From an optimization exercise on the open Yosys and OpenROAD flow, aimed at small area; shortcuts taken in it are not production practice. The RTL was checked by simulation tests, not by an equivalence proof against the original design. Power and IR drop assume default switching activity. No driver is modelled on the clock port, so clocking that relies on it looks cheaper here than on a real chip.

### flow/run.sh
#!/bin/bash
# Standard ORFS layout with these changes: the synthesized netlist's combinational cells are
# set to their family's smallest drive strength before floorplanning (the placement and
# timing repairs then size up what needs it), ports are buffered with buf_1 cells, and clock
# tree synthesis runs without dummy loads. Each tool's output goes to the ORFS logs and to
# synth.log / standard.log here.
set -e
export BUFFER_PORTS_ARGS="-buffer_cell sky130_fd_sc_hd__buf_1"
export CTS_ARGS="-sink_clustering_enable -repair_clock_nets -dont_use_dummy_load -sink_clustering_size 28 -sink_clustering_max_diameter 100"
bash standard.sh synth > synth.log 2>&1
R=orfs/results/sky130hd/jt51_pg_slot_ctrl/base
cp $R/1_2_yosys.v yosys_before_downsize.v
sed -i -f flow/downsize.sed $R/1_2_yosys.v
rm -f $R/1_synth.odb $R/1_synth.sdc
bash standard.sh > standard.log 2>&1
### flow/downsize.sed
s/\bsky130_fd_sc_hd__a2111o_2\b/sky130_fd_sc_hd__a2111o_1/g
s/\bsky130_fd_sc_hd__a2111o_4\b/sky130_fd_sc_hd__a2111o_1/g
s/\bsky130_fd_sc_hd__a2111oi_1\b/sky130_fd_sc_hd__a2111oi_0/g
s/\bsky130_fd_sc_hd__a2111oi_2\b/sky130_fd_sc_hd__a2111oi_0/g
s/\bsky130_fd_sc_hd__a2111oi_4\b/sky130_fd_sc_hd__a2111oi_0/g
s/\bsky130_fd_sc_hd__a211o_2\b/sky130_fd_sc_hd__a211o_1/g
s/\bsky130_fd_sc_hd__a211o_4\b/sky130_fd_sc_hd__a211o_1/g
s/\bsky130_fd_sc_hd__a211oi_2\b/sky130_fd_sc_hd__a211oi_1/g
s/\bsky130_fd_sc_hd__a211oi_4\b/sky130_fd_sc_hd__a211oi_1/g
s/\bsky130_fd_sc_hd__a21bo_4\b/sky130_fd_sc_hd__a21bo_1/g
s/\bsky130_fd_sc_hd__a21boi_2\b/sky130_fd_sc_hd__a21boi_0/g
s/\bsky130_fd_sc_hd__a21boi_4\b/sky130_fd_sc_hd__a21boi_0/g
s/\bsky130_fd_sc_hd__a21o_2\b/sky130_fd_sc_hd__a21o_1/g
s/\bsky130_fd_sc_hd__a21o_4\b/sky130_fd_sc_hd__a21o_1/g
s/\bsky130_fd_sc_hd__a21oi_2\b/sky130_fd_sc_hd__a21oi_1/g
s/\bsky130_fd_sc_hd__a21oi_4\b/sky130_fd_sc_hd__a21oi_1/g
s/\bsky130_fd_sc_hd__a221o_2\b/sky130_fd_sc_hd__a221o_1/g
s/\bsky130_fd_sc_hd__a221o_4\b/sky130_fd_sc_hd__a221o_1/g
s/\bsky130_fd_sc_hd__a221oi_2\b/sky130_fd_sc_hd__a221oi_1/g
s/\bsky130_fd_sc_hd__a221oi_4\b/sky130_fd_sc_hd__a221oi_1/g
s/\bsky130_fd_sc_hd__a22o_2\b/sky130_fd_sc_hd__a22o_1/g
s/\bsky130_fd_sc_hd__a22o_4\b/sky130_fd_sc_hd__a22o_1/g
s/\bsky130_fd_sc_hd__a22oi_2\b/sky130_fd_sc_hd__a22oi_1/g
s/\bsky130_fd_sc_hd__a22oi_4\b/sky130_fd_sc_hd__a22oi_1/g
s/\bsky130_fd_sc_hd__a2bb2o_2\b/sky130_fd_sc_hd__a2bb2o_1/g
s/\bsky130_fd_sc_hd__a2bb2o_4\b/sky130_fd_sc_hd__a2bb2o_1/g
s/\bsky130_fd_sc_hd__a2bb2oi_2\b/sky130_fd_sc_hd__a2bb2oi_1/g
s/\bsky130_fd_sc_hd__a2bb2oi_4\b/sky130_fd_sc_hd__a2bb2oi_1/g
s/\bsky130_fd_sc_hd__a311o_2\b/sky130_fd_sc_hd__a311o_1/g
s/\bsky130_fd_sc_hd__a311o_4\b/sky130_fd_sc_hd__a311o_1/g
s/\bsky130_fd_sc_hd__a311oi_2\b/sky130_fd_sc_hd__a311oi_1/g
s/\bsky130_fd_sc_hd__a311oi_4\b/sky130_fd_sc_hd__a311oi_1/g
s/\bsky130_fd_sc_hd__a31o_4\b/sky130_fd_sc_hd__a31o_1/g
s/\bsky130_fd_sc_hd__a31oi_2\b/sky130_fd_sc_hd__a31oi_1/g
s/\bsky130_fd_sc_hd__a31oi_4\b/sky130_fd_sc_hd__a31oi_1/g
s/\bsky130_fd_sc_hd__a32o_2\b/sky130_fd_sc_hd__a32o_1/g
s/\bsky130_fd_sc_hd__a32o_4\b/sky130_fd_sc_hd__a32o_1/g
s/\bsky130_fd_sc_hd__a32oi_2\b/sky130_fd_sc_hd__a32oi_1/g
s/\bsky130_fd_sc_hd__a32oi_4\b/sky130_fd_sc_hd__a32oi_1/g
s/\bsky130_fd_sc_hd__a41o_2\b/sky130_fd_sc_hd__a41o_1/g
s/\bsky130_fd_sc_hd__a41o_4\b/sky130_fd_sc_hd__a41o_1/g
s/\bsky130_fd_sc_hd__a41oi_2\b/sky130_fd_sc_hd__a41oi_1/g
s/\bsky130_fd_sc_hd__a41oi_4\b/sky130_fd_sc_hd__a41oi_1/g
s/\bsky130_fd_sc_hd__and2_2\b/sky130_fd_sc_hd__and2_0/g
s/\bsky130_fd_sc_hd__and2_4\b/sky130_fd_sc_hd__and2_0/g
s/\bsky130_fd_sc_hd__and2b_2\b/sky130_fd_sc_hd__and2b_1/g
s/\bsky130_fd_sc_hd__and2b_4\b/sky130_fd_sc_hd__and2b_1/g
s/\bsky130_fd_sc_hd__and3_2\b/sky130_fd_sc_hd__and3_1/g
s/\bsky130_fd_sc_hd__and3_4\b/sky130_fd_sc_hd__and3_1/g
s/\bsky130_fd_sc_hd__and3b_2\b/sky130_fd_sc_hd__and3b_1/g
s/\bsky130_fd_sc_hd__and3b_4\b/sky130_fd_sc_hd__and3b_1/g
s/\bsky130_fd_sc_hd__and4_2\b/sky130_fd_sc_hd__and4_1/g
s/\bsky130_fd_sc_hd__and4_4\b/sky130_fd_sc_hd__and4_1/g
s/\bsky130_fd_sc_hd__and4b_2\b/sky130_fd_sc_hd__and4b_1/g
s/\bsky130_fd_sc_hd__and4b_4\b/sky130_fd_sc_hd__and4b_1/g
s/\bsky130_fd_sc_hd__and4bb_4\b/sky130_fd_sc_hd__and4bb_1/g
s/\bsky130_fd_sc_hd__buf_12\b/sky130_fd_sc_hd__buf_1/g
s/\bsky130_fd_sc_hd__buf_16\b/sky130_fd_sc_hd__buf_1/g
s/\bsky130_fd_sc_hd__buf_2\b/sky130_fd_sc_hd__buf_1/g
s/\bsky130_fd_sc_hd__buf_4\b/sky130_fd_sc_hd__buf_1/g
s/\bsky130_fd_sc_hd__buf_6\b/sky130_fd_sc_hd__buf_1/g
s/\bsky130_fd_sc_hd__buf_8\b/sky130_fd_sc_hd__buf_1/g
s/\bsky130_fd_sc_hd__bufinv_16\b/sky130_fd_sc_hd__bufinv_8/g
s/\bsky130_fd_sc_hd__ebufn_2\b/sky130_fd_sc_hd__ebufn_1/g
s/\bsky130_fd_sc_hd__ebufn_4\b/sky130_fd_sc_hd__ebufn_1/g
s/\bsky130_fd_sc_hd__ebufn_8\b/sky130_fd_sc_hd__ebufn_1/g
s/\bsky130_fd_sc_hd__einvn_1\b/sky130_fd_sc_hd__einvn_0/g
s/\bsky130_fd_sc_hd__einvn_2\b/sky130_fd_sc_hd__einvn_0/g
s/\bsky130_fd_sc_hd__einvn_4\b/sky130_fd_sc_hd__einvn_0/g
s/\bsky130_fd_sc_hd__einvn_8\b/sky130_fd_sc_hd__einvn_0/g
s/\bsky130_fd_sc_hd__einvp_2\b/sky130_fd_sc_hd__einvp_1/g
s/\bsky130_fd_sc_hd__einvp_4\b/sky130_fd_sc_hd__einvp_1/g
s/\bsky130_fd_sc_hd__einvp_8\b/sky130_fd_sc_hd__einvp_1/g
s/\bsky130_fd_sc_hd__fa_2\b/sky130_fd_sc_hd__fa_1/g
s/\bsky130_fd_sc_hd__fa_4\b/sky130_fd_sc_hd__fa_1/g
s/\bsky130_fd_sc_hd__ha_2\b/sky130_fd_sc_hd__ha_1/g
s/\bsky130_fd_sc_hd__ha_4\b/sky130_fd_sc_hd__ha_1/g
s/\bsky130_fd_sc_hd__inv_12\b/sky130_fd_sc_hd__inv_1/g
s/\bsky130_fd_sc_hd__inv_16\b/sky130_fd_sc_hd__inv_1/g
s/\bsky130_fd_sc_hd__inv_4\b/sky130_fd_sc_hd__inv_1/g
s/\bsky130_fd_sc_hd__inv_6\b/sky130_fd_sc_hd__inv_1/g
s/\bsky130_fd_sc_hd__inv_8\b/sky130_fd_sc_hd__inv_1/g
s/\bsky130_fd_sc_hd__maj3_2\b/sky130_fd_sc_hd__maj3_1/g
s/\bsky130_fd_sc_hd__maj3_4\b/sky130_fd_sc_hd__maj3_1/g
s/\bsky130_fd_sc_hd__mux2_4\b/sky130_fd_sc_hd__mux2_1/g
s/\bsky130_fd_sc_hd__mux2_8\b/sky130_fd_sc_hd__mux2_1/g
s/\bsky130_fd_sc_hd__mux2i_2\b/sky130_fd_sc_hd__mux2i_1/g
s/\bsky130_fd_sc_hd__mux2i_4\b/sky130_fd_sc_hd__mux2i_1/g
s/\bsky130_fd_sc_hd__mux4_1\b/sky130_fd_sc_hd__mux4_2/g
s/\bsky130_fd_sc_hd__mux4_4\b/sky130_fd_sc_hd__mux4_2/g
s/\bsky130_fd_sc_hd__nand2_2\b/sky130_fd_sc_hd__nand2_1/g
s/\bsky130_fd_sc_hd__nand2_4\b/sky130_fd_sc_hd__nand2_1/g
s/\bsky130_fd_sc_hd__nand2_8\b/sky130_fd_sc_hd__nand2_1/g
s/\bsky130_fd_sc_hd__nand2b_2\b/sky130_fd_sc_hd__nand2b_1/g
s/\bsky130_fd_sc_hd__nand2b_4\b/sky130_fd_sc_hd__nand2b_1/g
s/\bsky130_fd_sc_hd__nand3_2\b/sky130_fd_sc_hd__nand3_1/g
s/\bsky130_fd_sc_hd__nand3_4\b/sky130_fd_sc_hd__nand3_1/g
s/\bsky130_fd_sc_hd__nand3b_2\b/sky130_fd_sc_hd__nand3b_1/g
s/\bsky130_fd_sc_hd__nand3b_4\b/sky130_fd_sc_hd__nand3b_1/g
s/\bsky130_fd_sc_hd__nand4_2\b/sky130_fd_sc_hd__nand4_1/g
s/\bsky130_fd_sc_hd__nand4_4\b/sky130_fd_sc_hd__nand4_1/g
s/\bsky130_fd_sc_hd__nand4b_2\b/sky130_fd_sc_hd__nand4b_1/g
s/\bsky130_fd_sc_hd__nand4b_4\b/sky130_fd_sc_hd__nand4b_1/g
s/\bsky130_fd_sc_hd__nand4bb_2\b/sky130_fd_sc_hd__nand4bb_1/g
s/\bsky130_fd_sc_hd__nand4bb_4\b/sky130_fd_sc_hd__nand4bb_1/g
s/\bsky130_fd_sc_hd__nor2_2\b/sky130_fd_sc_hd__nor2_1/g
s/\bsky130_fd_sc_hd__nor2_4\b/sky130_fd_sc_hd__nor2_1/g
s/\bsky130_fd_sc_hd__nor2_8\b/sky130_fd_sc_hd__nor2_1/g
s/\bsky130_fd_sc_hd__nor2b_2\b/sky130_fd_sc_hd__nor2b_1/g
s/\bsky130_fd_sc_hd__nor2b_4\b/sky130_fd_sc_hd__nor2b_1/g
s/\bsky130_fd_sc_hd__nor3_2\b/sky130_fd_sc_hd__nor3_1/g
s/\bsky130_fd_sc_hd__nor3_4\b/sky130_fd_sc_hd__nor3_1/g
s/\bsky130_fd_sc_hd__nor3b_2\b/sky130_fd_sc_hd__nor3b_1/g
s/\bsky130_fd_sc_hd__nor3b_4\b/sky130_fd_sc_hd__nor3b_1/g
s/\bsky130_fd_sc_hd__nor4_2\b/sky130_fd_sc_hd__nor4_1/g
s/\bsky130_fd_sc_hd__nor4_4\b/sky130_fd_sc_hd__nor4_1/g
s/\bsky130_fd_sc_hd__nor4b_2\b/sky130_fd_sc_hd__nor4b_1/g
s/\bsky130_fd_sc_hd__nor4b_4\b/sky130_fd_sc_hd__nor4b_1/g
s/\bsky130_fd_sc_hd__nor4bb_2\b/sky130_fd_sc_hd__nor4bb_1/g
s/\bsky130_fd_sc_hd__nor4bb_4\b/sky130_fd_sc_hd__nor4bb_1/g
s/\bsky130_fd_sc_hd__o2111a_2\b/sky130_fd_sc_hd__o2111a_1/g
s/\bsky130_fd_sc_hd__o2111a_4\b/sky130_fd_sc_hd__o2111a_1/g
s/\bsky130_fd_sc_hd__o2111ai_2\b/sky130_fd_sc_hd__o2111ai_1/g
s/\bsky130_fd_sc_hd__o2111ai_4\b/sky130_fd_sc_hd__o2111ai_1/g
s/\bsky130_fd_sc_hd__o211a_4\b/sky130_fd_sc_hd__o211a_1/g
s/\bsky130_fd_sc_hd__o211ai_2\b/sky130_fd_sc_hd__o211ai_1/g
s/\bsky130_fd_sc_hd__o211ai_4\b/sky130_fd_sc_hd__o211ai_1/g
s/\bsky130_fd_sc_hd__o21a_2\b/sky130_fd_sc_hd__o21a_1/g
s/\bsky130_fd_sc_hd__o21a_4\b/sky130_fd_sc_hd__o21a_1/g
s/\bsky130_fd_sc_hd__o21ai_2\b/sky130_fd_sc_hd__o21ai_0/g
s/\bsky130_fd_sc_hd__o21ai_4\b/sky130_fd_sc_hd__o21ai_0/g
s/\bsky130_fd_sc_hd__o21ba_4\b/sky130_fd_sc_hd__o21ba_1/g
s/\bsky130_fd_sc_hd__o21bai_2\b/sky130_fd_sc_hd__o21bai_1/g
s/\bsky130_fd_sc_hd__o21bai_4\b/sky130_fd_sc_hd__o21bai_1/g
s/\bsky130_fd_sc_hd__o221a_4\b/sky130_fd_sc_hd__o221a_1/g
s/\bsky130_fd_sc_hd__o221ai_2\b/sky130_fd_sc_hd__o221ai_1/g
s/\bsky130_fd_sc_hd__o221ai_4\b/sky130_fd_sc_hd__o221ai_1/g
s/\bsky130_fd_sc_hd__o22a_2\b/sky130_fd_sc_hd__o22a_1/g
s/\bsky130_fd_sc_hd__o22a_4\b/sky130_fd_sc_hd__o22a_1/g
s/\bsky130_fd_sc_hd__o22ai_2\b/sky130_fd_sc_hd__o22ai_1/g
s/\bsky130_fd_sc_hd__o22ai_4\b/sky130_fd_sc_hd__o22ai_1/g
s/\bsky130_fd_sc_hd__o2bb2a_2\b/sky130_fd_sc_hd__o2bb2a_1/g
s/\bsky130_fd_sc_hd__o2bb2a_4\b/sky130_fd_sc_hd__o2bb2a_1/g
s/\bsky130_fd_sc_hd__o2bb2ai_2\b/sky130_fd_sc_hd__o2bb2ai_1/g
s/\bsky130_fd_sc_hd__o2bb2ai_4\b/sky130_fd_sc_hd__o2bb2ai_1/g
s/\bsky130_fd_sc_hd__o311a_2\b/sky130_fd_sc_hd__o311a_1/g
s/\bsky130_fd_sc_hd__o311a_4\b/sky130_fd_sc_hd__o311a_1/g
s/\bsky130_fd_sc_hd__o311ai_2\b/sky130_fd_sc_hd__o311ai_0/g
s/\bsky130_fd_sc_hd__o311ai_4\b/sky130_fd_sc_hd__o311ai_0/g
s/\bsky130_fd_sc_hd__o31a_2\b/sky130_fd_sc_hd__o31a_1/g
s/\bsky130_fd_sc_hd__o31a_4\b/sky130_fd_sc_hd__o31a_1/g
s/\bsky130_fd_sc_hd__o31ai_2\b/sky130_fd_sc_hd__o31ai_1/g
s/\bsky130_fd_sc_hd__o31ai_4\b/sky130_fd_sc_hd__o31ai_1/g
s/\bsky130_fd_sc_hd__o32a_2\b/sky130_fd_sc_hd__o32a_1/g
s/\bsky130_fd_sc_hd__o32a_4\b/sky130_fd_sc_hd__o32a_1/g
s/\bsky130_fd_sc_hd__o32ai_2\b/sky130_fd_sc_hd__o32ai_1/g
s/\bsky130_fd_sc_hd__o32ai_4\b/sky130_fd_sc_hd__o32ai_1/g
s/\bsky130_fd_sc_hd__o41a_2\b/sky130_fd_sc_hd__o41a_1/g
s/\bsky130_fd_sc_hd__o41a_4\b/sky130_fd_sc_hd__o41a_1/g
s/\bsky130_fd_sc_hd__o41ai_2\b/sky130_fd_sc_hd__o41ai_1/g
s/\bsky130_fd_sc_hd__o41ai_4\b/sky130_fd_sc_hd__o41ai_1/g
s/\bsky130_fd_sc_hd__or2_4\b/sky130_fd_sc_hd__or2_0/g
s/\bsky130_fd_sc_hd__or2b_2\b/sky130_fd_sc_hd__or2b_1/g
s/\bsky130_fd_sc_hd__or2b_4\b/sky130_fd_sc_hd__or2b_1/g
s/\bsky130_fd_sc_hd__or3_2\b/sky130_fd_sc_hd__or3_1/g
s/\bsky130_fd_sc_hd__or3_4\b/sky130_fd_sc_hd__or3_1/g
s/\bsky130_fd_sc_hd__or3b_4\b/sky130_fd_sc_hd__or3b_1/g
s/\bsky130_fd_sc_hd__or4_2\b/sky130_fd_sc_hd__or4_1/g
s/\bsky130_fd_sc_hd__or4_4\b/sky130_fd_sc_hd__or4_1/g
s/\bsky130_fd_sc_hd__or4b_4\b/sky130_fd_sc_hd__or4b_1/g
s/\bsky130_fd_sc_hd__or4bb_2\b/sky130_fd_sc_hd__or4bb_1/g
s/\bsky130_fd_sc_hd__or4bb_4\b/sky130_fd_sc_hd__or4bb_1/g
s/\bsky130_fd_sc_hd__sedfxbp_2\b/sky130_fd_sc_hd__sedfxbp_1/g
s/\bsky130_fd_sc_hd__sedfxtp_2\b/sky130_fd_sc_hd__sedfxtp_1/g
s/\bsky130_fd_sc_hd__sedfxtp_4\b/sky130_fd_sc_hd__sedfxtp_1/g
s/\bsky130_fd_sc_hd__xnor2_2\b/sky130_fd_sc_hd__xnor2_1/g
s/\bsky130_fd_sc_hd__xnor2_4\b/sky130_fd_sc_hd__xnor2_1/g
s/\bsky130_fd_sc_hd__xnor3_2\b/sky130_fd_sc_hd__xnor3_1/g
s/\bsky130_fd_sc_hd__xnor3_4\b/sky130_fd_sc_hd__xnor3_1/g
s/\bsky130_fd_sc_hd__xor2_2\b/sky130_fd_sc_hd__xor2_1/g
s/\bsky130_fd_sc_hd__xor2_4\b/sky130_fd_sc_hd__xor2_1/g
s/\bsky130_fd_sc_hd__xor3_2\b/sky130_fd_sc_hd__xor3_1/g
s/\bsky130_fd_sc_hd__xor3_4\b/sky130_fd_sc_hd__xor3_1/g
### standard.sh
#!/bin/bash
# synth_recipe.tcl (not shown) runs the flow's synth.tcl, then flattens the netlist and writes it again
# the make line also repeats each setting of config.mk as NAME=value (left out here)
make -C /OpenROAD-flow-scripts/flow DESIGN_CONFIG=/design/flow/config.mk WORK_HOME=/design/flow/orfs CLKGATE_MAP_FILE= SYNTH_SCRIPT=/design/flow/synth_recipe.tcl "${@:-finish}"
### config.mk
export PLATFORM = sky130hd
export DESIGN_NAME = jt51_pg_slot_ctrl
export DESIGN_NICKNAME = jt51_pg_slot_ctrl
export VERILOG_FILES = /design/flow/design.v
export SDC_FILE = /design/flow/constraint.sdc
export NUM_CORES = 4
export LEC_CHECK = 0
export CAP_MARGIN = 10
export CORE_MARGIN = 2
export CORE_UTILIZATION = 65
export GPL_TIMING_DRIVEN = 0
export SETUP_SLACK_MARGIN = 0.1
export SLEW_MARGIN = 10
export SYNTH_HIERARCHICAL = 1
export SYNTH_MINIMUM_KEEP_SIZE = 0
### constraint.sdc
create_clock -name core_clock -period 5.0 [get_ports {clk}]
set_input_delay 1.0000 -clock core_clock [delete_from_list [all_inputs] [get_ports {clk}]]
set_output_delay 1.0000 -clock core_clock [all_outputs]
set_load 0.01 [all_outputs]
### design.v
package jt51_pg_pkg;
    localparam int SLOT_N  = 32;
    localparam int STG_II  = 1;
    localparam int STG_III = 2;
    localparam int STG_VI  = 5;
    localparam int KC_W  = 7;
    localparam int KF_W  = 6;
    localparam int DT1_W = 3;
    localparam int MUL_W = 4;
    localparam int DT2_W = 2;
    localparam int PMS_W = 3;
    localparam logic [2:0] FLD_KC     = 3'd0;
    localparam logic [2:0] FLD_KF     = 3'd1;
    localparam logic [2:0] FLD_DT1MUL = 3'd2;
    localparam logic [2:0] FLD_DT2    = 3'd3;
    localparam logic [2:0] FLD_PMS    = 3'd4;
    typedef struct packed {
        logic [KC_W-1:0]  kc;
        logic [KF_W-1:0]  kf;
        logic [DT1_W-1:0] dt1;
        logic [MUL_W-1:0] mul;
        logic [DT2_W-1:0] dt2;
        logic [PMS_W-1:0] pms;
    } pg_param_t;
    function automatic logic [6:0] pg_field_read(input pg_param_t p, input logic [2:0] f);
        logic [6:0] v;
        v = 7'd0;
        case (f)
            FLD_KC:     v = p.kc;
            FLD_KF:     v = {1'b0, p.kf};
            FLD_DT1MUL: v = {p.dt1, p.mul};
            FLD_DT2:    v = {5'd0, p.dt2};
            FLD_PMS:    v = {4'd0, p.pms};
            default:    v = 7'd0;
        endcase
        pg_field_read = v;
    endfunction
endpackage
module jt51_sh #(
    parameter int width  = 5,
    parameter int stages = 2
) (
    input  logic             clk,
    input  logic             rst_n,
    input  logic             cen,
    input  logic [width-1:0] din,
    output logic [width-1:0] drop
);
    logic [width-1:0] bits_r [0:stages-1];
    always_ff @(posedge clk or negedge rst_n) begin
        if (!rst_n) begin
            for (int i = 0; i < stages; i++) bits_r[i] <= '0;
        end else if (cen) begin
            bits_r[0] <= din;
            for (int i = 1; i < stages; i++) bits_r[i] <= bits_r[i-1];
        end
    end
    assign drop = bits_r[stages-1];
endmodule
module jt51_aoi222 (
    input  logic a0, b0, a1, b1, a2, b2,
    output logic y
);
    assign y = ~((a0 & b0) | (a1 & b1) | (a2 & b2));
endmodule
module jt51_aoi22 (
    input  logic a0, b0, a1, b1,
    output logic y
);
    assign y = ~((a0 & b0) | (a1 & b1));
endmodule
module jt51_rd32 (
    input  logic [31:0] sel,
    input  logic [31:0] d,
    output logic        q
);
    logic [10:0] y;
    for (genvar g = 0; g < 10; g++) begin : g_aoi
        jt51_aoi222 u_aoi (
            .a0(sel[3*g]),   .b0(d[3*g]),
            .a1(sel[3*g+1]), .b1(d[3*g+1]),
            .a2(sel[3*g+2]), .b2(d[3*g+2]),
            .y(y[g])
        );
    end
    jt51_aoi22 u_aoi_l (.a0(sel[30]), .b0(d[30]), .a1(sel[31]), .b1(d[31]), .y(y[10]));
    assign q = ~&y;
endmodule
import jt51_pg_pkg::*;
module jt51_pg_slot_ctrl #(
    parameter int PG_RST_ROUNDS = 1
) (
    input  logic       clk,
    input  logic       rst_n,
    input  logic       cen,
    input  logic       wr_valid,
    output logic       wr_ready,
    input  logic [4:0] wr_slot,
    input  logic [2:0] wr_field,
    input  logic [6:0] wr_data,
    input  logic       keyon_req,
    input  logic [4:0] keyon_slot,
    output logic       zero,
    output logic [4:0] slot_I,
    output logic [6:0] kc_I,
    output logic [5:0] kf_I,
    output logic [1:0] dt2_I,
    output logic [2:0] pms_I,
    output logic [2:0] dt1_II,
    output logic [3:0] mul_VI,
    output logic       pg_rst_III
);
    localparam int W = KC_W + KF_W + DT1_W + MUL_W + DT2_W + PMS_W;
    logic              started_r;
    logic [4:0]        cnt_s;
    logic [KC_W-1:0]   kc_r    [0:SLOT_N-1];
    logic [KF_W-1:0]   kf_r    [0:SLOT_N-1];
    logic [DT1_W-1:0]  dt1_r   [0:SLOT_N-1];
    logic [MUL_W-1:0]  mul_r   [0:SLOT_N-1];
    logic [DT2_W-1:0]  dt2_r   [0:SLOT_N-1];
    logic [PMS_W-1:0]  pms_r   [0:SLOT_N-1];
    logic [SLOT_N/2-1:0] vld_r;
    logic [SLOT_N-1:0] pendq_r;
    logic              pg_rst_I_r;
    logic              wr_en_s;
    logic [SLOT_N-1:0] rdec_s;
    logic [SLOT_N-1:0] rsel_s;
    logic [W-1:0]      rword_s;
    logic [DT1_W-1:0]  dt1_I_s;
    logic [MUL_W-1:0]  mul_I_s;
    logic [4:0]        fsel_s;
    logic              pend_rd_s;
    logic              ko_hit_s;
    assign cnt_s    = slot_I + {4'd0, started_r};
    assign zero     = started_r & (slot_I == 5'd0);
    assign wr_ready = rst_n & cen & (wr_slot != cnt_s);
    assign wr_en_s  = wr_valid & wr_ready;
    always_comb begin
        for (int f = 0; f < 5; f++) fsel_s[f] = (wr_field == 3'(f));
    end
    logic [6:0] wd_s [0:1][0:4];
    always_comb begin
        for (int p = 0; p < 2; p++)
            for (int f = 0; f < 5; f++)
                wd_s[p][f] = wr_data & {7{fsel_s[f] & (wr_slot[0] == 1'(p))}};
    end
    always_ff @(posedge clk) begin
        for (int i = 0; i < SLOT_N; i++) begin
            if (wr_en_s && wr_slot[4:1] == 4'(i / 2)) begin
                if ((fsel_s[0] && wr_slot[0] == 1'(i % 2)) || !vld_r[i / 2]) kc_r[i]  <= wd_s[i % 2][0][6:0];
                if ((fsel_s[1] && wr_slot[0] == 1'(i % 2)) || !vld_r[i / 2]) kf_r[i]  <= wd_s[i % 2][1][5:0];
                if ((fsel_s[2] && wr_slot[0] == 1'(i % 2)) || !vld_r[i / 2]) dt1_r[i] <= wd_s[i % 2][2][6:4];
                if ((fsel_s[2] && wr_slot[0] == 1'(i % 2)) || !vld_r[i / 2]) mul_r[i] <= wd_s[i % 2][2][3:0];
                if ((fsel_s[3] && wr_slot[0] == 1'(i % 2)) || !vld_r[i / 2]) dt2_r[i] <= wd_s[i % 2][3][1:0];
                if ((fsel_s[4] && wr_slot[0] == 1'(i % 2)) || !vld_r[i / 2]) pms_r[i] <= wd_s[i % 2][4][2:0];
            end
        end
    end
    always_ff @(posedge clk or negedge rst_n) begin
        if (!rst_n) vld_r <= '0;
        else if (wr_en_s) vld_r[wr_slot[4:1]] <= 1'b1;
    end
    always_comb begin
        for (int i = 0; i < SLOT_N; i++) begin
            rdec_s[i] = (slot_I == 5'(i));
            rsel_s[i] = rdec_s[i] & vld_r[i / 2];
        end
    end
    logic [SLOT_N*W-1:0] words_s;
    for (genvar i = 0; i < SLOT_N; i++) begin : g_word
        assign words_s[i*W +: W] = {kc_r[i], kf_r[i], dt1_r[i], mul_r[i], dt2_r[i], pms_r[i]};
    end
    for (genvar b = 0; b < W; b++) begin : g_rd
        logic [SLOT_N-1:0] col;
        for (genvar i = 0; i < SLOT_N; i++) begin : g_col
            assign col[i] = words_s[i*W + b];
        end
        jt51_rd32 u_rd (.sel(rsel_s), .d(col), .q(rword_s[b]));
    end
    assign {kc_I, kf_I, dt1_I_s, mul_I_s, dt2_I, pms_I} = rword_s;
    always_ff @(posedge clk or negedge rst_n) begin
        if (!rst_n) begin
            started_r <= 1'b0;
            slot_I    <= 5'd0;
        end else if (cen) begin
            started_r <= 1'b1;
            slot_I    <= cnt_s;
        end
    end
    jt51_rd32 u_pend_rd (.sel(rdec_s), .d(pendq_r), .q(pend_rd_s));
    assign ko_hit_s = keyon_req && (keyon_slot == cnt_s);
    always_ff @(posedge clk or negedge rst_n) begin
        if (!rst_n) begin
            pendq_r    <= '0;
            pg_rst_I_r <= 1'b0;
        end else if (cen) begin
            pg_rst_I_r <= ko_hit_s || pend_rd_s;
            for (int i = 0; i < SLOT_N; i++) begin
                if (keyon_req && !ko_hit_s && keyon_slot == 5'(i + 1)) pendq_r[i] <= 1'b1;
                else if (rdec_s[i]) pendq_r[i] <= 1'b0;
            end
        end
    end
    jt51_sh #(.width(DT1_W), .stages(1)) u_dt1_sh (
        .clk(clk), .rst_n(rst_n), .cen(cen), .din(dt1_I_s), .drop(dt1_II)
    );
    jt51_sh #(.width(1), .stages(STG_III)) u_pgrst_sh (
        .clk(clk), .rst_n(rst_n), .cen(cen), .din(pg_rst_I_r), .drop(pg_rst_III)
    );
    jt51_sh #(.width(MUL_W), .stages(STG_VI)) u_mul_sh (
        .clk(clk), .rst_n(rst_n), .cen(cen), .din(mul_I_s), .drop(mul_VI)
    );
endmodule
==> results of run 1 <==
## power by group through the flow
stage / Sequential [W] / Clock, W / Combinational [W]
2_1_floorplan: 0.00851 / 0 / 0.00133
3_3_place_gp: 0.00854 / 0 / 0.00219
3_5_place_dp: 0.00856 / 0 / 0.00232
4_1_cts: 0.00840 / 0.00342 / 0.00233
5_1_grt: 0.00843 / 0.00368 / 0.00250
6_report: 0.00841 / 0.00343 / 0.00241
## through the flow
step	TNS, ns	utilization, %	total power (W)	hold WS (ns)
after global placement	-3075.26	67.9	0.0107	0.463
after global routing	0	71.0	0.0146	0.413
after detailed placement	-7.65	68.9	0.0109	0.473
after CTS	0	70.8	0.0141	0.382
after floorplan	0	-	0.00984	0.454
final	0	71.0	0.0142	0.377
## timing repair
item / in CTS / in global routing
setup endpoints to repair: 12 / 6
resized for setup: 6 / 8
endpoints found under the hold margin: 0 / 0
pin swaps: 2 / 4
## how the worst max path moves through the flow
stage	cells past startpoint	to	slack [ns]
after floorplan	5	dt1_r[2][0]$_DFFE_PP_	1.29
final	9	pms_I[2]	0.14
after detailed placement	7	kf_r[23][0]$_DFFE_PP_	-0.23
after global placement	5	dt1_r[3][1]$_DFFE_PP_	-4.91
after CTS	9	kc_I[3]	0.15
after global routing	7	kf_r[22][0]$_DFFE_PP_	0.13
## final cells by class
class                   count  area (µm²)  share of cell area [%]
multi-input cells         899        7010                    19.7
flip-flops and latches    880       26000                    73.1
well taps                 672         841                    2.36
clock buffers              37         926                    2.60
inverters                   7        26.3                  0.0738
diodes                      3        7.51                  0.0211
repair buffers             89         512                    1.44
plain buffers              68         259                   0.727
## routing by layer
layer | wire (µm) | up-vias
li1 | - | 8363
met1 | 34900 | 10500
met2 | 44900 | 1732
met3 | 15300 | 284
met4 | 5140 | 6
met5 | 87 | -
## placed cells by master, fill, tap and decap left out, drive strengths merged, types with 3 or more instances in the layout
master and n:
edfxtp 800, a222oi 260, a21oi 110, buf 106, clkbuf 88, dfrtp 80, nor2 74, nand4 56
nand2 44, and2 38, nand3 37, a32o 32, or3 30, a211oi 30, mux2 27, a22oi 26
and3 21, a2111oi 20, a31o 15, xnor2 11, o311ai 11, nor3 8, nand2b 7, ha 7
inv 5, nand3b 5, xor2 5, diode 3, nor2b 3, or2 3, or3b 3
## critical path, cell delays in order (launching register included)
cell	delay, ns
sky130_fd_sc_hd__dfrtp_1	0.43
sky130_fd_sc_hd__buf_2	0.27
sky130_fd_sc_hd__nand2b_1	0.14
sky130_fd_sc_hd__clkbuf_1	0.30
sky130_fd_sc_hd__nor2_1	0.14
sky130_fd_sc_hd__and2_2	0.48
sky130_fd_sc_hd__a222oi_1	0.63
sky130_fd_sc_hd__nand4_1	0.23
sky130_fd_sc_hd__or3_1	0.44
sky130_fd_sc_hd__buf_1	0.15
## registers in the layout, indices dropped and copies added (netlist names)
signal	flops
u_dt1_sh.bits_r	3
kc_r	224
mul_r	128
dt2_r	64
started_r	1
slot_I	5
u_mul_sh.bits_r	20
u_pgrst_sh.bits_r	2
pg_rst_I_r	1
vld_r	16
pendq_r	32
dt1_r	96
pms_r	96
kf_r	192
==> out/qor.yml, run 1 <==
post_route_cells_drive_above_1_share_pct: 8.48
swShare_pct: 27.5
cts_tree: "yes"
logic_pwr_share_pct: 16.9
rows: 82
drt-wirelength-per-cell_um: 37.8
synthCells: 1855
hold_violations: 0
cts_hold_buf: 0
post-cts-setup-buffer-count: 0
grt_pass1_vias: 20300
crit_path_start: "slot_I[2]$_DFFE_PN0P_"
initial_utilization_pct: 65.8
drt_first_pass_iters: 10
cts.sinks: 880
max-clock-path-buffers: 3
arrival_ns: 3.86
detailed_place.area_um2: 34600
crit_fanout: 25
grt_max_degree: 33
global_route_wire_length_before_repair_mm: 142
final_max_slew_viol_count: 0
global_route.usage.total_pct: 38.2
setup_viol: 0
core_region_area_um2: 50200
fin_crit_sh_pct: 97.3
die_area_um2: 52600
final.fill_count: 3204
r2r_cells: 8
dp_worst_setup_slack_ns: -0.228
power.sequential.fraction_pct: 59.0
die-width_um: 229
timing.setup.critical_path_class: "reg2out"
timing.hold.worst.class: "in2async"
switching_power_w: 0.00392
final-instance-count-excl-fill: 2655
reg2reg_setup_slack_ns: 0.74
critical_path.reg2reg.startpoint: "slot_I[0]$_DFFE_PN0P_"
drt-vias-per-instance: 7.87
finalClockSkew_ns: 0.0514
r2r-end: "dt1_r[4][1]$_DFFE_PP_"
syn_area_um2: 33000
grtUsageMet1_pct: 52.6
cts_htree_levels: 2
power_frac_clock_pct: 24.1
worstPathRequired_ns: 4.00
max-vdd-ir-drop_mv: 0.341
run_status: "finished clean"
finish.instance_area_um2: 35600
post-route-min-period_ns: 4.86
place_hpwl_mm: 63.4
clkSlewWorstSetupHoldPaths_ns: 0.11
die-height_um: 229
drt.antenna.violating_nets: 0
total_leakage_power_nw: 11.3
routabilityCongestion: 0.968
buffer_ports.inserted: 55
yosys_warnings: 20
slew-limit-headroom_pct: 9.01
max_cap_viol: 0
cts_made_buffers: 37
drt-initial-drc-count: 4534
critical_path_capture_point_type: "output port"
vias: 20900
grt.met2_usage_pct: 56.7
start_kind: "register"
post-route-worst-setup-slack_ns: 0.137
synth.avg_cell_area_um2: 17.8
total_wirelength_mm: 100
grt.overflow.total: 0
nNetsFinal: 2014
ios: 58
p_per_area_nw_per_um2: 400
internal_pwr_total_w: 0.0103
global_route_hottest_layer: "met2"
areaGrowthSynthToFinish_pct: 7.80
ctsRootBufferMaster: "sky130_fd_sc_hd__clkbuf_16"
drc: 0
grt_setup_unrepaired: "false"
initial_antenna_violation_count: 5
placedCellCount: 2614
maximum_clock_frequency_ghz: 0.206
worstSkewPairLatency_ns: 0.62
groute.layer.met3.usage_pct: 11.7
worst-slew-pin-transition_ns: 1.36
==> run 2, diff against run 1 <==
--- a/flow/run.sh
+++ b/flow/run.sh
@@ -6,7 +6,7 @@
 # synth.log / standard.log here.
 set -e
 export BUFFER_PORTS_ARGS="-buffer_cell sky130_fd_sc_hd__buf_1"
-export CTS_ARGS="-sink_clustering_enable -repair_clock_nets -dont_use_dummy_load -sink_clustering_size 28 -sink_clustering_max_diameter 100"
+export CTS_ARGS="-sink_clustering_enable -repair_clock_nets -dont_use_dummy_load -sink_clustering_size 30 -sink_clustering_max_diameter 110"
 bash standard.sh synth > synth.log 2>&1
 R=orfs/results/sky130hd/jt51_pg_slot_ctrl/base
 cp $R/1_2_yosys.v yosys_before_downsize.v
--- a/config.mk
+++ b/config.mk
@@ -7,7 +7,7 @@
 export LEC_CHECK = 0
 export CAP_MARGIN = 10
 export CORE_MARGIN = 2
-export CORE_UTILIZATION = 65
+export CORE_UTILIZATION = 75
 export GPL_TIMING_DRIVEN = 0
 export SETUP_SLACK_MARGIN = 0.1
 export SLEW_MARGIN = 10
==> run 2 against run 1 <==
- still clean
- clock power fell by 3%
- global-route usage rose by 4.8 points
- critical path depth decreased by 1
- area after synthesis did not move
- setup slack worse by 0.029 ns
==> out/qor.yml, run 2 <==
run_status: "finished clean"  # unchanged
vias: 21400  # was 20900
timing.setup.critical_path_class: "reg2out"  # unchanged
total_power_w: 0.0141  # was 0.0142 W
hold_violations: 0  # unchanged
grt.overflow.total: 0  # unchanged
critical_path_capture_point_type: "output port"  # unchanged
path_delay_family: "simple AND/OR/NAND/NOR gates"  # unchanged
post-cts-setup-buffer-count: 0  # unchanged
drc: 0  # unchanged
critPathSlowestCell: "sky130_fd_sc_hd__a222oi_1"  # unchanged
r2r_cells: 8  # unchanged
slew-limit-headroom_pct: 10.8  # was 9.01%
cts_htree_levels: 2  # unchanged
fin_crit_sh_pct: 97.8  # was 97.3%
r2r-end: "kc_r[20][6]$_DFFE_PP_"  # was dt1_r[4][1]$_DFFE_PP_
worst-slew-pin-transition_ns: 1.33  # was 1.36 ns
initial_utilization_pct: 76.3  # was 65.8%
yosys_warnings: 20  # unchanged
timing.hold.worst.class: "in2async"  # unchanged
grt_max_degree: 39  # was 33
critical_path.reg2reg.startpoint: "slot_I[0]$_DFFE_PN0P_"  # unchanged
ctsRootBufferMaster: "sky130_fd_sc_hd__clkbuf_16"  # unchanged
cts_hold_buf: 0  # unchanged
ios: 58  # unchanged
reg2reg_setup_slack_ns: 0.76  # was 0.74 ns
drt_first_pass_iters: 12  # was 10
largest_reg_flops: 224  # unchanged
die_area_um2: 45700  # was 52600 µm²
max-clock-path-buffers: 3  # unchanged
drt-wirelength-per-cell_um: 37.5  # was 37.8 µm
layout_commonest_cell: "sky130_fd_sc_hd__edfxtp_1"  # unchanged
most-common-layout-cells: "800 x sky130_fd_sc_hd__edfxtp_1, 260 x sky130_fd_sc_hd__a222oi_1, 110 x sky130_fd_sc_hd__a21oi_1"  # unchanged
post_route_hold_slack_ns: 0.256  # was 0.377 ns
core_region_area_um2: 43300  # was 50200 µm²
post-route-worst-setup-slack_ns: 0.108  # was 0.137 ns
finish.instance_area_um2: 35400  # was 35600 µm²
setup_viol: 0  # unchanged
critPathMostFrequentCell: "sky130_fd_sc_hd__or3_1"
place_hpwl_mm: 60.0  # was 63.4 mm
grt_setup_unrepaired: "false"  # unchanged
synth.avg_cell_area_um2: 17.8  # unchanged
cts_tree: "yes"  # unchanged
critical_path.max_stage_delay_ns: 0.57  # was 0.63 ns
initial_antenna_violation_count: 7  # was 5
final-instance-count-excl-fill: 2567  # was 2655
worstSkewPairLatency_ns: 0.61  # was 0.62 ns
critPathBufInv: 2  # was 3
crit_fanout: 25  # unchanged
global_route.usage.total_pct: 43.0  # was 38.2%
placedCellCount: 2525  # was 2614
cts.sinks: 880  # unchanged
finalClockSkew_ns: 0.0493  # was 0.0514 ns
crit_path_start: "slot_I[3]$_DFFE_PN0P_"  # was slot_I[2]$_DFFE_PN0P_
synthCells: 1855  # unchanged
arrival_ns: 3.89  # was 3.86 ns
total_wirelength_mm: 96.3  # was 100 mm
maximum_clock_frequency_ghz: 0.204  # was 0.206 GHz
final.fill_count: 2182  # was 3204
areaGrowthSynthToFinish_pct: 7.34  # was 7.80%
global_route_wire_length_before_repair_mm: 136  # was 142 mm
register_area_um2: 26000  # unchanged
p_per_area_nw_per_um2: 397  # was 400 nW/µm²
reg_top3: "kc_r (224), kf_r (192), mul_r (128)"  # unchanged
rows: 76  # was 82
dp_worst_setup_slack_ns: 0.0714  # was -0.228 ns
max_cap_viol: 0  # unchanged
buffer_ports.inserted: 55  # unchanged
max-vdd-ir-drop_mv: 0.395  # was 0.341 mV
post_route_cells_drive_above_1_share_pct: 8.24  # was 8.48%
critical_path.endpoint: "pms_I[0]"  # was pms_I[2]
die-height_um: 214  # was 229 µm
grt_pass1_vias: 20800  # was 20300
multi_input_comb_area_um2: 7000  # was 7010 µm²
total_leakage_power_nw: 11.2  # was 11.3 nW
drt.antenna.violating_nets: 0  # unchanged
final_max_slew_viol_count: 0  # unchanged
die-width_um: 214  # was 229 µm
routabilityCongestion: 0.954  # was 0.968
crit_chain: "clkbuf_1 -> or3_1 -> nor2_1 -> and2_2 -> a222oi_1 -> nand4_1 -> or3_1 -> buf_1"  # was buf_2 -> nand2b_1 -> clkbuf_1 -> nor2_1 -> and2_2 -> a222oi_1 -> nand4_1 -> or3_1 -> buf_1
nNetsFinal: 2011  # was 2014
detailed_place.area_um2: 34500  # was 34600 µm²
worstPathRequired_ns: 4.00  # about the same
regMostFlops: "kc_r"  # unchanged
post-route-min-period_ns: 4.89  # was 4.86 ns
drt-initial-drc-count: 5919  # was 4534
start_kind: "register"  # unchanged
syn_area_um2: 33000  # unchanged
cts_made_buffers: 35  # was 37
clkSlewWorstSetupHoldPaths_ns: 0.11  # about the same
drt-vias-per-instance: 8.32  # was 7.87
worstSetupPathDepth: 8  # was 9
run 2: area by class of cell:
| class | count | area share, % |
|---|---|---|
| Antenna cell | 5 | 0.0353 |
| Inverter | 7 | 0.0741 |
| Timing Repair Buffer | 87 | 1.44 |
| Buffer | 69 | 0.734 |
| Sequential cell | 880 | 73.4 |
| Tap cell | 585 | 2.06 |
| Multi-Input combinational cell | 899 | 19.8 |
| Clock buffer | 35 | 2.47 |
run 2: layer usage:
layer  routed length, µm  up-vias  global-route usage (%)  share of wire, %
met4                6040        4                    23.9               6.3
met2               43800     2294                    64.5                45
li1                    -     8353                       -                 -
met1               30800    10300                    58.0                32
met3               15600      376                    12.3                16
met5                  31        -                       0             0.032
run 2: how the worst min path moves through the flow:
stage                                                   end                               from
after global routing                 pendq_r[0]$_DFFE_PN0P_                              rst_n
after floorplan           u_mul_sh.bits_r[0][0]$_DFFE_PN0P_  u_mul_sh.bits_r[0][0]$_DFFE_PN0P_
final                                 started_r$_DFFE_PN0P_                              rst_n
after detailed placement  u_mul_sh.bits_r[1][2]$_DFFE_PN0P_  u_mul_sh.bits_r[1][2]$_DFFE_PN0P_
after CTS                             started_r$_DFFE_PN0P_                              rst_n
after global placement    u_mul_sh.bits_r[0][3]$_DFFE_PN0P_  u_mul_sh.bits_r[0][3]$_DFFE_PN0P_
run 2: timing repair:
item / CTS / global route
hold endpoints to repair: 0 / 0
endpoints found under the setup margin: 18 / 18
resized for setup: 2 / 7
pin swaps: 0 / 3
run 2: per-stage QoR:
step	util [%]	setup TNS (ns)
floorplan	-	0
global route	81.9	0
detailed placement	79.7	0
finish	81.9	0
CTS	81.8	0
global placement	78.5	-2647.81
run 2: worst register-to-register path, cell delays in order, from the launching register on:
cell and delay [ns]:
sky130_fd_sc_hd__dfrtp_1 0.55, sky130_fd_sc_hd__ha_1 0.28, sky130_fd_sc_hd__ha_1 0.27, sky130_fd_sc_hd__xnor3_1 0.42
sky130_fd_sc_hd__nand3_1 0.22, sky130_fd_sc_hd__buf_1 0.55, sky130_fd_sc_hd__o311ai_2 0.37, sky130_fd_sc_hd__buf_4 0.33
sky130_fd_sc_hd__a21oi_1 0.86
run 2: report_power, final:
group          total (W)  switching [W]  internal [W]
combinational    0.00236        0.00159      0.000770
clock            0.00331        0.00204       0.00127
sequential       0.00841       0.000199       0.00821
==> run 3, diff against run 2 <==
--- a/config.mk
+++ b/config.mk
@@ -7,7 +7,7 @@
 export LEC_CHECK = 0
 export CAP_MARGIN = 10
 export CORE_MARGIN = 2
-export CORE_UTILIZATION = 75
+export CORE_UTILIZATION = 80
 export GPL_TIMING_DRIVEN = 0
 export SETUP_SLACK_MARGIN = 0.1
 export SLEW_MARGIN = 10
==> run 3 against run 2 <==
- utilization rose by 4.7 points
- synthesized cell count unchanged
- critical path type unchanged
- die area down 6.1%
- flip-flop and latch count did not move
- setup slack better by 0.030 ns
- worst hold slack improved by 0.092 ns
- total power is 0.30% higher
==> out/qor.yml, run 3 <==
run_status: "finished clean"  # unchanged
met1Wirelength_mm: 28.7  # was 30.8 mm
die-width_um: 207  # was 214 µm
worst-slew-pin-transition_ns: 1.34  # was 1.33 ns
finish.instance_area_um2: 35400  # about the same
grt_pass1_vias: 21700  # was 20800
post_route_cells_drive_above_1_share_pct: 8.09  # was 8.24%
rows: 74  # was 76
slew-limit-headroom_pct: 10.6  # was 10.8%
syn_area_um2: 33000  # unchanged
drt-wirelength-per-cell_um: 38.9  # was 37.5 µm
critical_path.max_stage_delay_ns: 0.76  # was 0.57 ns
synthCells: 1855  # unchanged
die-height_um: 207  # was 214 µm
crit_chain: "clkbuf_1 -> or3b_2 -> nor2_1 -> and2_2 -> a222oi_1 -> nand4_1 -> or3_1 -> buf_1"  # was clkbuf_1 -> or3_1 -> nor2_1 -> and2_2 -> a222oi_1 -> nand4_1 -> or3_1 -> buf_1
arrival_ns: 3.86  # was 3.89 ns
drt_first_pass_iters: 14  # was 12
max_cap_viol: 0  # unchanged
critical_path_capture_point_type: "output port"  # unchanged
worstSkewPairLatency_ns: 0.62  # was 0.61 ns
post-cts-setup-buffer-count: 0  # unchanged
regMostFlops: "kc_r"  # unchanged
drt-initial-drc-count: 5519  # was 5919
layout_commonest_cell: "sky130_fd_sc_hd__edfxtp_1"  # unchanged
reg_top3: "kc_r (224), kf_r (192), mul_r (128)"  # unchanged
cts_tree: "yes"  # unchanged
place_hpwl_mm: 60.8  # was 60.0 mm
hold_violations: 0  # unchanged
clkSlewWorstSetupHoldPaths_ns: 0.11  # about the same
routabilityCongestion: 0.937  # was 0.954
path_delay_family: "simple AND/OR/NAND/NOR gates"  # unchanged
drc: 0  # unchanged
detailed_place.area_um2: 34400  # was 34500 µm²
register_area_um2: 26000  # unchanged
top_layer_reached_by_signal_wires: "met5"  # unchanged
maximum_clock_frequency_ghz: 0.206  # was 0.204 GHz
die_area_um2: 42900  # was 45700 µm²
largest_reg_flops: 224  # unchanged
start_kind: "register"  # unchanged
grt.overflow.total: 0  # unchanged
nNetsFinal: 2012  # was 2011
post_route_hold_slack_ns: 0.348  # was 0.256 ns
cts_made_buffers: 35  # unchanged
total_wirelength_mm: 97.9  # was 96.3 mm
setup_viol: 0  # unchanged
critPathSlowestCell: "sky130_fd_sc_hd__and2_2"  # was sky130_fd_sc_hd__a222oi_1
vias: 21800  # was 21400
ctsRootBufferMaster: "sky130_fd_sc_hd__clkbuf_16"  # unchanged
multi_input_comb_area_um2: 6990  # was 7000 µm²
met2WireLength_mm: 44.1  # was 43.8 mm
initial_antenna_violation_count: 7  # unchanged
grt_max_degree: 38  # was 39
synth.avg_cell_area_um2: 17.8  # unchanged
cts_htree_levels: 2  # unchanged
ios: 58  # unchanged
worstPathRequired_ns: 4.00  # about the same
post-route-min-period_ns: 4.86  # was 4.89 ns
drt-vias-per-instance: 8.66  # was 8.32
drt.antenna.violating_nets: 0  # unchanged
p_per_area_nw_per_um2: 399  # was 397 nW/µm²
initial_utilization_pct: 80.9  # was 76.3%
final.fill_count: 1726  # was 2182
core_region_area_um2: 40800  # was 43300 µm²
total_leakage_power_nw: 11.2  # about the same
timing.setup.critical_path_class: "reg2out"  # unchanged
areaGrowthSynthToFinish_pct: 7.15  # was 7.34%
grt_setup_unrepaired: "false"  # unchanged
critPathBufInv: 2  # unchanged
yosys_warnings: 20  # unchanged
final_max_slew_viol_count: 0  # unchanged
crit_fanout: 25  # unchanged
route.met3.wl_mm: 18.0  # was 15.6 mm
setup_total_negative_slack_ns: 0  # unchanged
max-vdd-ir-drop_mv: 0.465  # was 0.395 mV
postLayoutCoreUtil_pct: 86.7  # was 81.9%
global_route_wire_length_before_repair_mm: 141  # was 136 mm
timing.hold.worst.class: "in2async"  # unchanged
global_route.usage.total_pct: 45.9  # was 43.0%
fin_crit_sh_pct: 97.2  # was 97.8%
cts.sinks: 880  # unchanged
finalClockSkew_ns: 0.0558  # was 0.0493 ns
buffer_ports.inserted: 55  # unchanged
most-common-layout-cells: "800 x sky130_fd_sc_hd__edfxtp_1, 260 x sky130_fd_sc_hd__a222oi_1, 110 x sky130_fd_sc_hd__a21oi_1"  # unchanged
max-clock-path-buffers: 3  # unchanged
## run 3: changes by cell type in the layout (fill, tap and decap cells not counted), sizes merged
cell,before,now
clkbuf,87,88
diode,5,4
## run 3: timing repair
| action | CTS | global route |
|---|---|---|
| gates resized for setup | 6 | 2 |
| setup endpoints to repair | 18 | 16 |
| cloned | 0 | 0 |
| hold buffers | 0 | 0 |
| pin swaps | 0 | 1 |
## run 3: area by class of cell
type | instances | share of cell area, %
Sequential cell | 880 | 73.6
Multi-Input combinational cell | 899 | 19.7
Clock buffer | 35 | 2.48
Tap cell | 532 | 1.88
Timing Repair Buffer | 88 | 1.51
Buffer | 69 | 0.736
Inverter | 7 | 0.0743
Antenna cell | 4 | 0.0283
## run 3: per-layer routing
layer / track usage, % / vias up
met5: 0 / -
met4: 26.5 / 8
met3: 16.2 / 523
met2: 68.2 / 2634
met1: 60.1 / 10300
li1: - / 8351
## run 3: stage by stage
| stage | std cells | power [W] | worst slack, ns |
|---|---|---|---|
| floorplan | 1855 | 0.00984 | 1.29 |
| finish | 2514 | 0.0141 | 0.138 |
| CTS | 2508 | 0.0139 | 0.177 |
| global placement | 2442 | 0.0106 | -4.40 |
| global route | 2513 | 0.0144 | 0.100 |
| detailed placement | 2473 | 0.0108 | 0.178 |
## run 3: final timing paths
kind | slack (ns) | depth (start not counted) | to | from
hold reg to reg | 0.49 | 1 | u_mul_sh.bits_r[4][1]$_DFFE_PN0P_ | u_mul_sh.bits_r[4][1]$_DFFE_PN0P_
setup reg to reg | 0.70 | 8 | kc_r[18][3]$_DFFE_PP_ | slot_I[0]$_DFFE_PN0P_
hold / removal | 0.35 | 1 | pendq_r[5]$_DFFE_PN0P_ | rst_n
min in group core_clock | 0.49 | 1 | u_mul_sh.bits_r[4][1]$_DFFE_PN0P_ | u_mul_sh.bits_r[4][1]$_DFFE_PN0P_
max in group asynchronous | 4.01 | 2 | vld_r[15]$_DFFE_PN0P_ | rst_n
setup / recovery | 0.14 | 8 | pms_I[1] | slot_I[3]$_DFFE_PN0P_
## run 3: where the power goes
group / internal [W] / leakage, nW / switching [W]
registers: 0.00821 / 8.24 / 0.000204
clock network: 0.00127 / 0.431 / 0.00204
logic: 0.000769 / 2.57 / 0.00163
total: 0.0103 / 11.2 / 0.00387
==> run 4, diff against run 3 <==
--- a/flow/run.sh
+++ b/flow/run.sh
@@ -7,6 +7,7 @@
 set -e
 export BUFFER_PORTS_ARGS="-buffer_cell sky130_fd_sc_hd__buf_1"
 export CTS_ARGS="-sink_clustering_enable -repair_clock_nets -dont_use_dummy_load -sink_clustering_size 30 -sink_clustering_max_diameter 110"
+export REMOVE_ABC_BUFFERS=1
 bash standard.sh synth > synth.log 2>&1
 R=orfs/results/sky130hd/jt51_pg_slot_ctrl/base
 cp $R/1_2_yosys.v yosys_before_downsize.v
--- a/config.mk
+++ b/config.mk
@@ -7,7 +7,7 @@
 export LEC_CHECK = 0
 export CAP_MARGIN = 10
 export CORE_MARGIN = 2
-export CORE_UTILIZATION = 80
+export CORE_UTILIZATION = 65
 export GPL_TIMING_DRIVEN = 0
 export SETUP_SLACK_MARGIN = 0.1
 export SLEW_MARGIN = 10
==> run 4 against run 3 <==
- total power hardly changed
- still clean
- worst hold slack better by 0.0067 ns
- largest power group unchanged
- largest cell class unchanged
- global-route usage is 9.1 points lower
==> out/qor.yml, run 4 <==
die-width_um: 229  # was 207 µm
grt_max_degree: 41  # was 38
global_route_wire_length_before_repair_mm: 137  # was 141 mm
layout_commonest_cell: "sky130_fd_sc_hd__edfxtp_1"  # unchanged
rows: 82  # was 74
setup_viol: 0  # unchanged
maximum_clock_frequency_ghz: 0.208  # was 0.206 GHz
post_route_cells_drive_above_1_share_pct: 8.68  # was 8.09%
internal_pwr_total_w: 0.0102  # was 0.0103 W
slew-limit-headroom_pct: 7.07  # was 10.6%
worst-slew-pin-transition_ns: 1.39  # was 1.34 ns
power_frac_clock_pct: 23.5  # about the same
drt_first_pass_iters: 8  # was 14
timing.setup.critical_path_class: "reg2out"  # unchanged
die-height_um: 229  # was 207 µm
finalClockSkew_ns: 0.0559  # was 0.0558 ns
grt_pass1_vias: 20000  # was 21700
max-clock-path-buffers: 3  # unchanged
switching_power_w: 0.00389  # was 0.00387 W
logic_pwr_share_pct: 14.9  # was 17.0%
ios: 58  # unchanged
total_leakage_power_nw: 11.2  # about the same
max-vdd-ir-drop_mv: 0.343  # was 0.465 mV
drt-vias-per-instance: 7.90  # was 8.66
post-route-min-period_ns: 4.82  # was 4.86 ns
yosys_warnings: 20  # unchanged
crit_fanout: 25  # unchanged
reg_top3: "kc_r (224), kf_r (192), mul_r (128)"  # unchanged
drt.antenna.violating_nets: 0  # unchanged
arrival_ns: 3.82  # was 3.86 ns
drt-initial-drc-count: 4285  # was 5519
global_route.usage.total_pct: 36.8  # was 45.9%
drc: 0  # unchanged
final_max_slew_viol_count: 0  # unchanged
post-route-worst-setup-slack_ns: 0.184  # was 0.138 ns
post-cts-setup-buffer-count: 0  # unchanged
cts_repair_resize_count: 1  # was 6
grt.overflow.total: 0  # unchanged
cts_tree: "yes"  # unchanged
place_hpwl_mm: 59.2  # was 60.8 mm
total_wirelength_mm: 96.1  # was 97.9 mm
dp_worst_setup_slack_ns: 0.418  # was 0.178 ns
total_power_w: 0.0141  # about the same
drt-wirelength-per-cell_um: 37.2  # was 38.9 µm
power.sequential.fraction_pct: 61.6  # was 59.6%
syn_area_um2: 33000  # unchanged
start_kind: "register"  # unchanged
critical_path_capture_point_type: "output port"  # unchanged
nNetsFinal: 1946  # was 2012
core_region_area_um2: 50200  # was 40800 µm²
ctsRootBufferMaster: "sky130_fd_sc_hd__clkbuf_16"  # unchanged
regMostFlops: "kc_r"  # unchanged
run_status: "finished clean"  # unchanged
hold_violations: 0  # unchanged
clkSlewWorstSetupHoldPaths_ns: 0.12  # was 0.11 ns
most-common-layout-cells: "800 x sky130_fd_sc_hd__edfxtp_1, 260 x sky130_fd_sc_hd__a222oi_1, 110 x sky130_fd_sc_hd__a21oi_1"  # unchanged
synthCells: 1855  # unchanged
cts.sinks: 880  # unchanged
cts_hold_buf: 0  # unchanged
worstPathRequired_ns: 4.00  # about the same
routabilityCongestion: 0.905  # was 0.937
die_area_um2: 52600  # was 42900 µm²
cts_made_buffers: 35  # unchanged
cts_htree_levels: 2  # unchanged
p_per_area_nw_per_um2: 400  # was 399 nW/µm²
max_cap_viol: 0  # unchanged
vias: 20400  # was 21800
initial_antenna_violation_count: 3  # was 7
fin_crit_sh_pct: 96.3  # was 97.2%
areaGrowthSynthToFinish_pct: 6.89  # was 7.15%
timing.hold.worst.class: "in2async"  # unchanged
swShare_pct: 27.6  # was 27.4%
grt_setup_unrepaired: "false"  # unchanged
worstSkewPairLatency_ns: 0.60  # was 0.62 ns
synth.avg_cell_area_um2: 17.8  # unchanged
initial_utilization_pct: 65.8  # was 80.9%
buffer_ports.inserted: 57  # was 55
largest_reg_flops: 224  # unchanged
==> run 4: cell type report <==
| cell class | instances | area, µm² |
|---|---|---|
| diodes | 2 | 5.00 |
| clock buffers | 35 | 876 |
| fillers | 3270 | 14900 |
| inverters | 7 | 26.3 |
| multi-input cells | 899 | 6990 |
| flip-flops and latches | 880 | 26000 |
| well taps | 672 | 841 |
| repair buffers | 91 | 537 |
==> run 4: final timing paths <==
kind | from | endpoint | slack (ns) | cells after the start
setup / recovery | slot_I[3]$_DFFE_PN0P_ | kc_I[5] | 0.18 | 7
hold / removal | rst_n | slot_I[2]$_DFFE_PN0P_ | 0.35 | 1
setup reg to reg | slot_I[0]$_DFFE_PN0P_ | kc_r[3][4]$_DFFE_PP_ | 0.76 | 9
hold reg to reg | u_mul_sh.bits_r[1][0]$_DFFE_PN0P_ | u_mul_sh.bits_r[1][0]$_DFFE_PN0P_ | 0.49 | 1
max in group asynchronous | rst_n | u_mul_sh.bits_r[0][3]$_DFFE_PN0P_ | 3.82 | 3
min in group core_clock | u_mul_sh.bits_r[1][0]$_DFFE_PN0P_ | u_mul_sh.bits_r[1][0]$_DFFE_PN0P_ | 0.49 | 1
==> run 4: critical path, cell delays in order (launching register included) <==
cell and delay [ns]:
sky130_fd_sc_hd__dfrtp_1 0.71, sky130_fd_sc_hd__nand3b_1 0.34, sky130_fd_sc_hd__nor2_1 0.13, sky130_fd_sc_hd__and2_2 0.45, sky130_fd_sc_hd__a222oi_1 0.68, sky130_fd_sc_hd__nand4_1 0.30, sky130_fd_sc_hd__or3_1 0.43, sky130_fd_sc_hd__buf_1 0.13
==> run 4: stage by stage <==
stage                     setup TNS, ns  utilization, %  instances  cell area, µm²  hold slack, ns
final                                 0            70.4       2586           35300           0.355
after detailed placement              0            68.5       2548           34400           0.472
after floorplan                       0               -       1786           32800           0.454
after global routing                  0            70.4       2584           35300           0.376
after global placement         -2916.17            67.4       2515           33800           0.464
after CTS                             0            70.3       2583           35200           0.348
==> run 4: power by group through the flow <==
stage | combinational [W] | sequential (W) | clock, W
floorplan | 0.00118 | 0.00860 | 0
global placement | 0.00191 | 0.00879 | 0
detailed placement | 0.00205 | 0.00882 | 0
CTS | 0.00206 | 0.00865 | 0.00332
global route | 0.00221 | 0.00870 | 0.00356
finish | 0.00211 | 0.00869 | 0.00332
==> run 4: metal layers <==
layer,GRT usage (%),vias to the layer above,part of all wire [%]
met1,51.1,10300,36
li1,-,8229,-
met5,0,-,0.047
met2,55.7,1638,45
met4,14.8,6,4.3
met3,10.8,252,15
==> run 5, diff against run 4 <==
--- a/flow/run.sh
+++ b/flow/run.sh
@@ -7,7 +7,6 @@
 set -e
 export BUFFER_PORTS_ARGS="-buffer_cell sky130_fd_sc_hd__buf_1"
 export CTS_ARGS="-sink_clustering_enable -repair_clock_nets -dont_use_dummy_load -sink_clustering_size 30 -sink_clustering_max_diameter 110"
-export REMOVE_ABC_BUFFERS=1
 bash standard.sh synth > synth.log 2>&1
 R=orfs/results/sky130hd/jt51_pg_slot_ctrl/base
 cp $R/1_2_yosys.v yosys_before_downsize.v
--- a/config.mk
+++ b/config.mk
@@ -7,7 +7,7 @@
 export LEC_CHECK = 0
 export CAP_MARGIN = 10
 export CORE_MARGIN = 2
-export CORE_UTILIZATION = 65
+export CORE_UTILIZATION = 70
 export GPL_TIMING_DRIVEN = 0
 export SETUP_SLACK_MARGIN = 0.1
 export SLEW_MARGIN = 10
==> run 5 against run 4 <==
- via count up 2.6%
- combinational power up 11%
- non-clock buffer count up 63
- critical path type unchanged
- critical endpoint is now kf_I[4]
- first-iteration DRC count up 11%
- sequential power down 3.1%
- cell count unchanged
- largest cell class unchanged
- highest routed layer unchanged
==> out/qor.yml, run 5 <==
run_status: "finished clean"  # unchanged
critical_path_capture_point_type: "output port"  # unchanged
drt_first_pass_iters: 9  # was 8
global_route.usage.total_pct: 38.7  # was 36.8%
power.sequential.fraction_pct: 59.8  # was 61.6%
initial_antenna_violation_count: 7  # was 3
finish.instance_area_um2: 35400  # was 35300 µm²
worstPathRequired_ns: 4.00  # about the same
die-width_um: 221  # was 229 µm
die_area_um2: 48900  # was 52600 µm²
reg2reg_setup_slack_ns: 0.69  # was 0.76 ns
largest_reg_flops: 224  # unchanged
route.met3.wl_mm: 15.2  # was 14.0 mm
grt_pass1_vias: 20200  # was 20000
buffer_ports.inserted: 55  # was 57
drc: 0  # unchanged
post-route-min-period_ns: 4.82  # about the same
worst-slew-pin-transition_ns: 1.40  # was 1.39 ns
cts_htree_levels: 2  # unchanged
power_frac_clock_pct: 23.5  # about the same
max-clock-path-buffers: 3  # unchanged
final.fill_count: 2730  # was 3270
ios: 58  # unchanged
fin_crit_sh_pct: 96.3  # about the same
vias: 21000  # was 20400
final-instance-count-excl-fill: 2586  # unchanged
areaGrowthSynthToFinish_pct: 7.32  # was 6.89%
initial_utilization_pct: 70.9  # was 65.8%
multi_input_comb_area_um2: 7000  # was 6990 µm²
drt-vias-per-instance: 8.11  # was 7.90
timing.hold.worst.class: "in2async"  # unchanged
critical_path.reg2reg.startpoint: "slot_I[0]$_DFFE_PN0P_"  # unchanged
synth.avg_cell_area_um2: 17.8  # unchanged
cts_made_buffers: 35  # unchanged
cts_tree: "yes"  # unchanged
reg_top3: "kc_r (224), kf_r (192), mul_r (128)"  # unchanged
r2r_cells: 8  # was 9
worstSkewPairLatency_ns: 0.62  # was 0.60 ns
maximum_clock_frequency_ghz: 0.208  # about the same
met2WireLength_mm: 43.3  # was 43.6 mm
detailed_place.area_um2: 34400  # about the same
r2r-end: "kc_r[14][5]$_DFFE_PP_"  # was kc_r[3][4]$_DFFE_PP_
hold_violations: 0  # unchanged
layout_commonest_cell: "sky130_fd_sc_hd__edfxtp_1"  # unchanged
global_route_wire_length_before_repair_mm: 135  # was 137 mm
drt-initial-drc-count: 4745  # was 4285
syn_area_um2: 33000  # unchanged
internal_pwr_total_w: 0.0103  # was 0.0102 W
logic_pwr_share_pct: 16.7  # was 14.9%
clkSlewWorstSetupHoldPaths_ns: 0.11  # was 0.12 ns
switching_power_w: 0.00383  # was 0.00389 W
most-common-layout-cells: "800 x sky130_fd_sc_hd__edfxtp_1, 260 x sky130_fd_sc_hd__a222oi_1, 110 x sky130_fd_sc_hd__a21oi_1"  # unchanged
crit_path_start: "slot_I[4]$_DFFE_PN0P_"  # was slot_I[3]$_DFFE_PN0P_
drt-wirelength-per-cell_um: 36.9  # was 37.2 µm
cts.sinks: 880  # unchanged
setup_viol: 0  # unchanged
die-height_um: 221  # was 229 µm
total_wirelength_mm: 95.4  # was 96.1 mm
max-vdd-ir-drop_mv: 0.429  # was 0.343 mV
yosys_warnings: 20  # unchanged
place_hpwl_mm: 60.3  # was 59.2 mm
placedCellCount: 2544  # was 2548
arrival_ns: 3.82  # about the same
final_max_slew_viol_count: 0  # unchanged
crit_fanout: 25  # unchanged
register_area_um2: 26000  # unchanged
regMostFlops: "kc_r"  # unchanged
timing.setup.critical_path_class: "reg2out"  # unchanged
swShare_pct: 27.2  # was 27.6%
grt.overflow.total: 0  # unchanged
-- run 5: how the worst max path moves through the flow --
stage,end,cells after the start,slack (ns)
2_1_floorplan,dt1_r[2][0]$_DFFE_PP_,5,1.29
3_3_place_gp,kc_r[6][5]$_DFFE_PP_,5,-4.62
3_5_place_dp,kc_r[20][0]$_DFFE_PP_,7,0.08
4_1_cts,kf_I[1],9,0.15
5_1_grt,kc_I[2],9,0.05
6_report,kf_I[4],9,0.18
-- run 5: stage by stage --
| step | setup TNS (ns) | hold WS (ns) | worst slack [ns] | utilization [%] |
|---|---|---|---|---|
| final | 0 | 0.415 | 0.184 | 76.1 |
| after global routing | 0 | 0.436 | 0.0538 | 76.1 |
| after CTS | 0 | 0.413 | 0.150 | 75.9 |
| after detailed placement | 0 | 0.473 | 0.0830 | 74.0 |
| after global placement | -2698.55 | 0.464 | -4.62 | 73.0 |
| after floorplan | 0 | 0.454 | 1.29 | - |
-- run 5: worst max-delay path, stage by stage, from the launching register on --
cell and delay (ns):
sky130_fd_sc_hd__dfrtp_1 0.36, sky130_fd_sc_hd__buf_1 0.32, sky130_fd_sc_hd__nand2b_1 0.16, sky130_fd_sc_hd__clkbuf_1 0.29, sky130_fd_sc_hd__nor2_1 0.12, sky130_fd_sc_hd__and2_2 0.47
sky130_fd_sc_hd__a222oi_1 0.62, sky130_fd_sc_hd__nand4_1 0.30, sky130_fd_sc_hd__or3_1 0.44, sky130_fd_sc_hd__buf_1 0.14
-- run 5: power by group through the flow --
| stage | Combinational (W) | Clock [W] | Sequential (W) |
|---|---|---|---|
| final | 0.00235 | 0.00332 | 0.00842 |
| after global routing | 0.00246 | 0.00353 | 0.00844 |
| after CTS | 0.00227 | 0.00330 | 0.00841 |
| after detailed placement | 0.00225 | 0 | 0.00857 |
| after global placement | 0.00213 | 0 | 0.00855 |
| after floorplan | 0.00133 | 0 | 0.00851 |
-- run 5: what timing repair did --
item	4_1_cts	5_1_grt
setup endpoints to repair	18	18
resized for setup	4	9
pin swaps	1	1
hold buffers	0	0
buffers inserted	0	0
endpoints found under the hold margin	0	0
-- run 5: layout make-up --
type	count	area share, %
multi-input cells	899	19.7
inverters	7	0.0741
flip-flops and latches	880	73.4
clock buffers	35	2.47
repair buffers	85	1.37
diodes	4	0.0282
plain buffers	69	0.734
well taps	607	2.14
-- run 5: layer usage --
metal / track usage (%) / up-vias
met5: 0 / -
li1: - / 8345
met1: 52.2 / 10400
met4: 16.8 / 8
met3: 12.8 / 335
met2: 58.8 / 1931

Check on run 5: ideal ports give 0.184 ns setup slack; a clkbuf_16 on the clock port and buf_2 on the inputs give 0.127 ns; moving port delays by the midpoint clock arrival (0.638 ns) as well gives -0.009 ns.
